From an optimization exercise on the open Yosys and OpenROAD flow, aimed at small area and a short achievable clock period; shortcuts taken in it are not production practice. Where RTL was checked, it was by simulation tests only, not by an equivalence proof against the original. Power and IR drop assume default switching activity.

Setup of job 101:
## logo_key
module logo_key (
  input  logic                      Pclk_Rx,
  input  logic                      reset_n,
  input  logic [2*10-1:0] rx_data,     
  input  logic [2:0]                rx_hvf,      
  input  logic                      reg_wr,
  input  logic [4-1:0] reg_addr,
  input  logic [16-1:0]      reg_data,
  input  logic                      mem_valid,
  input  logic [3*8-1:0]   mem_pixel,   
  output logic [2*10-1:0] tx_data,     
  output logic [2:0]                tx_hvf,      
  output logic                      fetch_req,
  output logic                      fetch_restart
);
clock: 8.0 ns
lec_check: 0
cap_margin: 20
core_margin: 2
core_utilization: 40
slew_margin: 20
run.sh (not shown) runs the stock make flow with config.mk's settings and CLKGATE_MAP_FILE= SYNTH_SCRIPT=/design/flow/synth_recipe.tcl, a recipe that flattens the netlist after the stock synthesis.
The inputs of job 102 differ from those of job 101 as listed below.
-- flow/config.mk --
<<< job 101, line 10
export CORE_UTILIZATION = 40
export SLEW_MARGIN = 20
>>> job 102, line 10
export CORE_UTILIZATION = 40
export SETUP_SLACK_MARGIN = 4.8
export SLEW_MARGIN = 20
[summary]
Worst setup slack delta for job 102 relative to job 101: 1.76 ns higher
Compare job 102 and job 101 | met2 track demand over resource lower: job 101
Taking job 101 as the reference, in job 102 growth of design area from synthesis to finish +6.4 points; combinational share of power grew by 0.3 points; proportion of layout cells with a drive suffix above 1 picked up an extra 8.6 points.

========
12-21:
Another version of the RTL of logo_key (not shown whole).
Size: roughly 6200 cells after synthesis.
export LEC_CHECK = 0
export CAP_MARGIN = 20
export CORE_MARGIN = 2
export CORE_UTILIZATION = 40
export SETUP_SLACK_MARGIN = 4.9
export SLEW_MARGIN = 20
create_clock -name core_clock -period 8.0 [get_ports {Pclk_Rx}]
Modified inputs, 04-04 compared to 12-21
Settings: CORE_UTILIZATION now 55, was 40.
Results
All of 04-04 and 12-21 finish clean. The clock skew after layout in 04-04 sits 0.016 ns below the value recorded for 12-21. 04-04 vs 12-21: via-per-instance ratio up by a little under 10%. Delta (04-04 minus 12-21): proportion of power drawn by the clock network dropped 1.2 points; horizontal die dimension lost about 15%. Taking 12-21 as the reference, in 04-04 total half-perimeter wirelength after legalization and detailed placement now smaller; routing usage on met3 picked up an extra 5.8 points.
Function was not checked in any run of this note: the RTL went through the layout flow alone.

========
Setup of run A:
Another version of the RTL of logo_key (not shown whole).
For scale: ~6200 cells after synthesis, ~2800 flip-flops, about 96 I/O pins, ~0.10 mm² of cells after synthesis.
make LEC_CHECK=0 CAP_MARGIN=20 CORE_MARGIN=2 CORE_UTILIZATION=50 CTS_CLUSTER_DIAMETER=80 CTS_CLUSTER_SIZE=22 SETUP_SLACK_MARGIN=5 SLEW_MARGIN=20 finish   # period 8.0 ns
--- input diff run A..run B ---
- CORE_UTILIZATION changed from 50 to 40
- SETUP_SLACK_MARGIN changed from 5 to 4.9
- CTS_CLUSTER_SIZE removed (was 22)
- CTS_CLUSTER_DIAMETER removed (was 80)
--- outcome ---
- Largest driver fanout on the critical path: run B lower than run A
- Run B against run A: design internal power picked up an extra 16%, number of violations reported at the end of detailed-routing iteration 0 lost 5.3%, largest net degree at the start of global routing picked up an extra about 0.54%, total power divided by cell area picked up an extra about 10%.
- Relative to run A, the number of well taps of run B is higher by about 25%.
- Delta (run B minus run A): count of clock-buffer cells in the layout higher, slack of the worst reg-to-reg path lower.
- In the tables for run A and run B, cell area reads higher with run B.
- First-pass GRT wire length (lower): run A
- Of run A and run B, the higher number of fill cells belongs to run B.
Setup changes, run B to run C
- SETUP_SLACK_MARGIN changed from 4.9 to 5
- SLEW_MARGIN changed from 20 to 0
- CAP_MARGIN changed from 20 to 0
- CTS_CLUSTER_DIAMETER newly set to 80
- CTS_CLUSTER_SIZE newly set to 22
- Run C -> run B: met2 usage in global routing flat
- Diff run B -> run C | clock skew after layout | decrease of 0.026 ns
- Leakage power figure delta (run C − run B): favourable
- Compared to run B, run C has clock input transition at the sequential cells of the worst setup and hold paths 0.03 ns higher.
Changes in run D relative to run C:
- setting ABC_AREA to 1 for the first time
- changing SLEW_MARGIN from 0 to 20
- changing CAP_MARGIN from 0 to 20
Notes after the runs:
Compared with run C, in run D number of antenna violations at the first check in global routing now larger, transition time at the pin with the least slew margin now smaller. Going from run C to run D, the die area was enlarged. Power (higher): run D. The clock-buffer cell count number comes out lower for run D vs run C. First-iteration DRC count came out lower on run D than on run C. Die outline width ended up 2.0% higher on run D than on run C. Going from run C to run D, power drawn by the combinational cells moved up, number of well taps +55, fmax went down, total wire length after detailed routing went up. Run C went all the way through the flow, and no timing, DRC or antenna check failed. Looking at the reports, run D completed the entire flow and the layout it produced met the timing, design-rule and antenna checks.
Input-level comparison between run E and run D:
- ABC_AREA: 1 -> unset
Results
In the final reports, the cell area of run E is smaller than that of run D.
The count of clock buffers in the final design in run E sits 14 above the value recorded for run D.
The clock latency on the worst-skew pair of run E is lower than that of run D.
Run E: final layout net count lower than run D
Number of rows in the core area in run E vs run D: down about 1.6%
Run E vs run D — total design power dropped 2.1%.
Core util | run E vs run D | run E higher
Relative to run D, via count has decreased by about 11% in run E.

========
Setup of v34:
logo_key again, from the RTL that the note above started with.
## logo_key
module logo_key (
  input  logic                      Pclk_Rx,
  input  logic                      reset_n,
  input  logic [2*10-1:0] rx_data,     
  input  logic [2:0]                rx_hvf,      
  input  logic                      reg_wr,
  input  logic [4-1:0] reg_addr,
  input  logic [16-1:0]      reg_data,
  input  logic                      mem_valid,
  input  logic [3*8-1:0]   mem_pixel,   
  output logic [2*10-1:0] tx_data,     
  output logic [2:0]                tx_hvf,      
  output logic                      fetch_req,
  output logic                      fetch_restart
);
export LEC_CHECK = 0
export CAP_MARGIN = 20
export CORE_MARGIN = 2
export CORE_UTILIZATION = 40
export CTS_CLUSTER_DIAMETER = 80
export CTS_CLUSTER_SIZE = 22
export SETUP_SLACK_MARGIN = 4.9
export SLEW_MARGIN = 20
create_clock -name core_clock -period 8.0 [get_ports {Pclk_Rx}]
Inputs modified between v34 and v16:
Settings: changing SETUP_SLACK_MARGIN from 4.9 to 5; removing CTS_CLUSTER_SIZE (formerly 22); removing CTS_CLUSTER_DIAMETER (formerly 80).
### Flow results
Design area in v16 is about 3.7% above v34.
On area of all sequential standard cells, v16 and v34 are basically level.
Going from v34 to v16, final standard cell count with taps included and fillers excluded grew by a few percent.
v16 | stages: all done | timing, DRC, antenna: all pass
v16 vs. v34: fmax increased 1.2%, transition time of the tightest slew-check pin went down.
v34 and v16 ended up with roughly the same first-pass GRT wire length.
The number of global-route vias before repair of v16 is higher than that of v34.
Edits applied to the flow inputs when going from v16 to v42:
Settings: an added CTS_CLUSTER_DIAMETER of 90; an added CTS_CLUSTER_SIZE of 26.
Notes after the runs:
- v42 finished end to end and its layout was clean on timing, DRC and antenna.
- Relative to v16, the critical path depth of v42 is higher by 8.
- Re combinational fraction of design power: v42 is 2.4 points up on v16.
- Looking at start point of the critical path, the u_video_keyer.tx_data[13] result is from v16; the rx_hvf[1] one comes from v42.
- Compared with v16, v42 is the less power-hungry design.
- On wire length on met2, v16 tracks v42 almost exactly.

## separate check: timing with driven ports
In the flow no input, the clock included, has a driving cell. The finished layouts below were timed again as built, in two steps.
Step 1 sets driving cells, clkbuf_16 on the clock port and buf_2 on the other inputs (assumed; they add their load-dependent delay and slew).
Step 2, shift: input delay + t, output delay - t, t = (earliest + latest rising clock arrival at the registers) / 2. This alone moves slack from input paths to output paths.
Three values: no drivers, after step 1, after step 2; two values: the first two.
run	shift t [ns]	setup WS [ns]	slew at the worst register clock pin (ns)
job 101	0.979	2.548 / 2.548 / 2.306	0.07 / 0.07
job 102	0.976	4.313 / 4.313 / 3.706	0.07 / 0.07
12-21	1.039	4.552 / 4.552 / 3.922	0.07 / 0.07
04-04	1.032	4.571 / 4.571 / 3.904	0.07 / 0.07
run A	0.934	4.986 / 4.945 / 4.126	0.10 / 0.10
run B	1.034	4.913 / 4.849 / 3.968	0.07 / 0.07
run C	0.935	5.027 / 4.925 / 4.184	0.10 / 0.10
run D	0.958	4.947 / 4.910 / 4.133	0.10 / 0.10
run E	0.937	5.022 / 4.921 / 4.174	0.10 / 0.10
v34	0.936	4.915 / 4.858 / 4.050	0.10 / 0.10
v16	1.036	4.952 / 4.851 / 4.063	0.07 / 0.07
v42	0.921	5.038 / 4.948 / 4.190	0.11 / 0.11
After both steps setup and hold are still met in every run listed. For run B, which loses most, drivers alone change the setup slack by -0.064 ns; drivers and shift together by -0.945 ns.
